This is an optimization exercise on Yosys and OpenROAD, whose aim is small area, a short achievable clock period and few clock cycles per item, not a production implementation.
In this exercise RTL edits were held to simulation tests only and were not proved equivalent to the original.
Power is estimated from default activity; no workload was simulated.

==> flow/design.v <==
package qoiPkg;
	typedef enum logic [1:0] {
		clsDiff,
		clsLuma,
		clsRgb,
		clsRgba
	} qoiClass;
	typedef logic [5:0] qoiIndex;
endpackage
`timescale 1ns/1ns
module pixelHistory (
	input logic clk,
	input logic reset,
	input logic [5:0] readIndex,
	output logic [26:0] readWordLo,
	output logic [26:0] readWordHi,
	input logic write,
	input logic [5:0] writeIndex,
	input logic [31:0] writePixel
);
	logic [25:0] seenTable [64];
	logic [64-1:0] seenValid;
	always_ff @(posedge clk) begin
		if (write) begin
			seenTable[writeIndex] <= {writePixel[31:8], writePixel[7:6]};
		end
	end
	always_ff @(posedge clk, posedge reset) begin
		if (reset) begin
			seenValid <= '0;
		end else if (write) begin
			seenValid[writeIndex] <= 1'b1;
		end
	end
	logic [64-1:0] rowSel;
	always_comb begin
		readWordLo = '0;
		readWordHi = '0;
		for (int i = 0; i < 64; i++) begin
			rowSel[i] = (readIndex[5:3] == 3'(i / 8)) && (readIndex[2:0] == 3'(i % 8));
			if (i < 64 / 2) begin
				readWordLo = readWordLo | ({27{rowSel[i]}} & {seenValid[i], seenTable[i]});
			end else begin
				readWordHi = readWordHi | ({27{rowSel[i]}} & {seenValid[i], seenTable[i]});
			end
		end
	end
endmodule
`timescale 1ns/1ns
module qoiEncoder (
	input logic clk,
	input logic reset,
	input logic pixelValid,
	input logic [31:0] pixelData,
	input logic lastPixel,
	output logic busy,
	output logic byteValid,
	output logic [7:0] byteData,
	output logic done
);
	logic v1, last1;
	logic [31:0] px1;
	logic [5:0] h1a;
	logic [5:1] h1b, h1c;
	logic [5:0] h1;
	logic signed [8:0] rg1, bg1;
	logic v2, last2, same2, hit2;
	logic fwd2;
	logic [26:0] rdLo2, rdHi2, rd2;
	logic [31:0] px2;
	logic signed [8:0] rg2, bg2;
	logic [5:0] h2;
	qoiPkg::qoiClass cls2;
	logic [15:0] enc2;
	logic [5:0] runCount;
	logic gotLast;
	logic eRunP;
	logic [5:0] eRunV;
	logic eTag, eTagA;
	logic [2:0] eN;
	logic [31:0] eD;
	logic eEnd;
	logic [2:0] eEndCnt;
	logic same1;
	logic [26:0] rdLo1, rdHi1;
	logic [11:0] l4a;
	logic signed [8:0] dr, dg, db;
	logic signed [9:0] drg, dbg;
	logic isDiff, isLuma;
	qoiPkg::qoiClass cls1;
	logic [15:0] enc1;
	function automatic logic [11:0] csa(input logic [5:0] x, input logic [5:0] y, input logic [5:0] z);
		logic [5:0] cy;
		cy = (x & y) | (x & z) | (y & z);
		csa = {x ^ y ^ z, cy[4:0], 1'b0};
	endfunction
	logic [5:0] hr, hg, hb, ha;
	logic [11:0] l1a, l1b, l1c, l2a, l2b, l3a;
	assign hr = pixelData[29:24];
	assign hg = pixelData[21:16];
	assign hb = pixelData[13:8];
	assign ha = pixelData[5:0];
	assign l1a = csa(hr, {hr[4:0], 1'b0}, hg);
	assign l1b = csa({hg[3:0], 2'b0}, {hb[2:0], 3'b0}, ~hb);
	assign l1c = csa(ha, {ha[4:0], 1'b0}, {ha[2:0], 3'b0});
	assign l2a = csa(l1a[11:6], l1a[5:0], l1b[11:6]);
	assign l2b = csa(l1b[5:0], l1c[11:6], l1c[5:0]);
	assign l3a = csa(l2a[11:6], l2a[5:0], l2b[11:6]);
	assign l4a = csa(h1a, {h1b, 1'b1}, {h1c, 1'b0});
	assign h1 = 6'(l4a[11:6] + l4a[5:0]);
	assign same1 = (px1 == px2);
	assign dr = $signed({1'b0, px1[31:24]}) - $signed({1'b0, px2[31:24]});
	assign dg = $signed({1'b0, px1[23:16]}) - $signed({1'b0, px2[23:16]});
	assign db = $signed({1'b0, px1[15:8]}) - $signed({1'b0, px2[15:8]});
	assign drg = 10'(rg1) - 10'(rg2);
	assign dbg = 10'(bg1) - 10'(bg2);
	assign isDiff = dr >= -(2) && dr < 2
		&& dg >= -(2) && dg < 2
		&& db >= -(2) && db < 2;
	assign isLuma = dg >= -(32) && dg < 32
		&& drg >= -(8) && drg < 8
		&& dbg >= -(8) && dbg < 8;
	always_comb begin
		if (px1[7:0] != px2[7:0]) begin
			cls1 = qoiPkg::clsRgba;
		end else if (isDiff) begin
			cls1 = qoiPkg::clsDiff;
		end else if (isLuma) begin
			cls1 = qoiPkg::clsLuma;
		end else begin
			cls1 = qoiPkg::clsRgb;
		end
	end
	always_comb begin
		if (isDiff) begin
			enc1 = {2'b01, 2'(dr + 2), 2'(dg + 2),
				2'(db + 2), 8'h00};
		end else begin
			enc1 = {2'b10, 6'(dg + 32),
				4'(drg + 8), 4'(dbg + 8)};
		end
	end
	logic runFull, quiet2, eFree, cons, emitG, adv1, acc, tableWrite;
	assign runFull = (runCount == 6'(62 - 1));
	assign quiet2 = same2 && !runFull && !last2;
	assign eFree = !eEnd && ((3'(eRunP) + 3'(eTag) + eN) <= 3'd1);
	assign cons = v2 && (quiet2 || eFree);
	assign emitG = cons && !quiet2;
	assign adv1 = v1 && (!v2 || cons);
	assign acc = pixelValid && !busy;
	assign tableWrite = cons && !same2;
	pixelHistory history (
		.clk(clk),
		.reset(reset),
		.readIndex(h1),
		.readWordLo(rdLo1),
		.readWordHi(rdHi1),
		.write(tableWrite),
		.writeIndex(h2),
		.writePixel(px2)
	);
	assign rd2 = rdLo2 | rdHi2;
	assign hit2 = !fwd2 && (rd2[26] ? (rd2[25:0] == {px2[31:8], px2[7:6]}) : (px2 == 32'h0));
	logic v1N, v2N, same2N, last2N, gotLastN;
	logic [5:0] runCountN;
	logic eRunPN, eTagN, eEndN;
	logic [2:0] eNN;
	logic [2:0] eEndCntN;
	logic eOut, eOutLast;
	logic [7:0] byteN;
	logic eFreeN, consN, adv1N, busyN;
	assign v1N = acc || (v1 && !adv1);
	assign v2N = adv1 || (v2 && !cons);
	assign same2N = adv1 ? same1 : same2;
	assign last2N = adv1 ? last1 : last2;
	assign gotLastN = gotLast || (acc && lastPixel);
	always_comb begin
		runCountN = runCount;
		if (cons) begin
			if (quiet2) begin
				runCountN = runCount + 6'd1;
			end else begin
				runCountN = 6'd0;
			end
		end
	end
	always_comb begin
		eRunPN = eRunP;
		eTagN = eTag;
		eNN = eN;
		eEndN = eEnd;
		eEndCntN = eEndCnt;
		eOut = 1'b1;
		eOutLast = 1'b0;
		byteN = 8'h00;
		if (eRunP) begin
			byteN = {2'b11, eRunV};
			eRunPN = 1'b0;
		end else if (eTag) begin
			byteN = eTagA ? 8'hFF : 8'hFE;
			eTagN = 1'b0;
		end else if (eN != 3'd0) begin
			byteN = eD[31:24];
			eNN = eN - 3'd1;
		end else if (eEnd) begin
			byteN = (eEndCnt == 3'(8 - 1)) ? 8'h01 : 8'h00;
			eEndCntN = eEndCnt + 3'd1;
			if (eEndCnt == 3'(8 - 1)) begin
				eEndN = 1'b0;
				eOutLast = 1'b1;
			end
		end else begin
			eOut = 1'b0;
		end
		if (emitG) begin
			eRunPN = same2 || (runCount != 6'd0);
			eEndN = last2;
			eEndCntN = 3'd0;
			if (same2) begin
				eTagN = 1'b0;
				eNN = 3'd0;
			end else if (hit2) begin
				eTagN = 1'b0;
				eNN = 3'd1;
			end else begin
				case (cls2)
					qoiPkg::clsDiff: begin eTagN = 1'b0; eNN = 3'd1; end
					qoiPkg::clsLuma: begin eTagN = 1'b0; eNN = 3'd2; end
					qoiPkg::clsRgb: begin eTagN = 1'b1; eNN = 3'd3; end
					default: begin eTagN = 1'b1; eNN = 3'd4; end
				endcase
			end
		end
	end
	assign eFreeN = !eEndN && ((3'(eRunPN) + 3'(eTagN) + eNN) <= 3'd1);
	assign consN = v2N && ((same2N && !(runCountN == 6'(62 - 1)) && !last2N) || eFreeN);
	assign adv1N = v1N && (!v2N || consN);
	assign busyN = gotLastN || (v1N && !adv1N);
	always_ff @(posedge clk, posedge reset) begin
		if (reset) begin
			v1 <= 1'b0;
			v2 <= 1'b0;
			px2 <= 32'h000000FF;
			rg2 <= 9'sd0;
			bg2 <= 9'sd0;
			runCount <= 6'd0;
			gotLast <= 1'b0;
			busy <= 1'b0;
			eRunP <= 1'b0;
			eTag <= 1'b0;
			eN <= 3'd0;
			eEnd <= 1'b0;
			byteValid <= 1'b0;
			done <= 1'b0;
		end else begin
			v1 <= v1N;
			v2 <= v2N;
			if (adv1) begin
				px2 <= px1;
				rg2 <= rg1;
				bg2 <= bg1;
			end
			runCount <= runCountN;
			gotLast <= gotLastN;
			busy <= busyN;
			eRunP <= eRunPN;
			eTag <= eTagN;
			eN <= eNN;
			eEnd <= eEndN;
			byteValid <= eOut;
			if (eOutLast) begin
				done <= 1'b1;
			end
		end
	end
	always_ff @(posedge clk) begin
		if (acc) begin
			px1 <= pixelData;
			rg1 <= $signed({1'b0, pixelData[31:24]}) - $signed({1'b0, pixelData[23:16]});
			bg1 <= $signed({1'b0, pixelData[15:8]}) - $signed({1'b0, pixelData[23:16]});
			h1a <= l3a[11:6];
			h1b <= l3a[5:1];
			h1c <= l2b[5:1];
			last1 <= lastPixel;
		end
		if (adv1) begin
			h2 <= h1;
			same2 <= same1;
			rdLo2 <= rdLo1;
			rdHi2 <= rdHi1;
			fwd2 <= tableWrite && h1 == h2;
			last2 <= last1;
			cls2 <= cls1;
			enc2 <= enc1;
		end
		eEndCnt <= eEndCntN;
		if (emitG) begin
			eRunV <= same2 ? runCount : runCount - 6'd1;
			eTagA <= (cls2 == qoiPkg::clsRgba);
			if (hit2) begin
				eD[31:24] <= {2'b00, h2};
			end else if (cls2 == qoiPkg::clsDiff || cls2 == qoiPkg::clsLuma) begin
				eD[31:16] <= enc2;
			end else begin
				eD[31:16] <= px2[31:16];
			end
			eD[15:0] <= px2[15:0];
		end else if (!eRunP && !eTag && eN != 3'd0) begin
			eD <= {eD[23:0], 8'h00};
		end
		byteData <= byteN;
	end
endmodule
export LEC_CHECK = 0
export CAP_MARGIN = 20
export CORE_MARGIN = 2
export CORE_UTILIZATION = 65
export CTS_BUF_LIST = sky130_fd_sc_hd__clkbuf_16
export CTS_CLUSTER_DIAMETER = 75
export CTS_CLUSTER_SIZE = 26
export SLEW_MARGIN = 20
create_clock -name core_clock -period 14.0 [get_ports {clk}]
standard.sh (not shown) runs the stock make flow with config.mk's settings and CLKGATE_MAP_FILE= SYNTH_SCRIPT=/design/flow/synth_recipe.tcl, a recipe that flattens the netlist after the stock synthesis.
==> flow/flow/run.sh <==
#!/bin/bash
# The standard layout (standard.sh) in two parts. Up to clock tree synthesis,
# repair_timing aims for a setup slack of 10 ns at the design's clock period,
# so the layout is sized for a shorter period than the clock constraint asks
# for; from global routing on it aims for 9.8 ns, so the repair after global
# routing adds less area. The SDC, clock period and every other setting are
# the standard flow's.
set -euo pipefail
with_margin() {
	sed "s|CLKGATE_MAP_FILE= |CLKGATE_MAP_FILE= SETUP_SLACK_MARGIN=$1 |" standard.sh > "standard_margin_$1.sh"
	grep -q "SETUP_SLACK_MARGIN=$1 " "standard_margin_$1.sh"
}
with_margin 10
with_margin 9.8
bash standard_margin_10.sh cts > standard_flow_cts.log 2>&1
bash standard_margin_9.8.sh > standard_flow_finish.log 2>&1
Testbench counts at the start, summed over its fixed seeds: cycles 49,355, pixels 22,418.
Rerun with:
==> flow/flow/run.sh (replaced) <==
#!/bin/bash
# The standard layout (standard.sh), with repair_timing aiming for a setup
# slack of SETUP_MARGIN ns at the design's clock period, so the layout is
# sized for a shorter period than the clock constraint asks for. The SDC,
# clock period and every other setting are the standard flow's.
set -euo pipefail
SETUP_MARGIN=${SETUP_MARGIN:-10}
sed "s|CLKGATE_MAP_FILE= |CLKGATE_MAP_FILE= SETUP_SLACK_MARGIN=${SETUP_MARGIN} |" standard.sh > standard_margin.sh
grep -q "SETUP_SLACK_MARGIN=${SETUP_MARGIN}" standard_margin.sh
bash standard_margin.sh > standard_flow.log 2>&1
Settings changed: CTS_CLUSTER_DIAMETER 75 to 70, CTS_CLUSTER_SIZE 26 to 22.
What happened: The new run finished with timing, DRC and antenna clean. Cell count rose by 3.3%. Count of clock-buffer cells in the layout rose by 20. Synthesized cell count is unchanged. Power rose by about 7%. Final area rose by 4.4%. Clock power rose by about 10%. Sequential power barely changes. Fmax fell by 1.0%. Synthesized area does not change. Critical path depth is unchanged. Combinational power rose by 18%.

## port drivers added, routing unchanged
How much do the figures lean on ideal ports? The routed layouts below were timed once more, with nothing changed but the port constraints.
Step 1, drivers: a clkbuf_16 drives clk and a buf_2 each remaining input, both assumed.
Step 2, shift: input delay + t, output delay - t, t = (earliest + latest rising clock arrival at the registers) / 2. This alone moves slack from input paths to output paths.
a / b / c = ideal / step 1 / step 2; a / b = the first two.
| run | t, ns | setup slack, ns | hold slack, ns | slew at the worst register clock pin (ns) |
|---|---|---|---|---|
| the first run | 0.812 | 9.844 / 9.844 / 9.199 | 0.461 / 0.461 / 0.461 | 0.11 / 0.11 |
| the second run | 0.822 | 9.802 / 9.802 / 9.260 | 0.459 / 0.459 / 0.459 | 0.10 / 0.10 |
After both steps setup and hold are still met in every run listed. The setup slack of the first run, which loses most, moves by 0.000 ns with the drivers and by -0.645 ns with both steps.
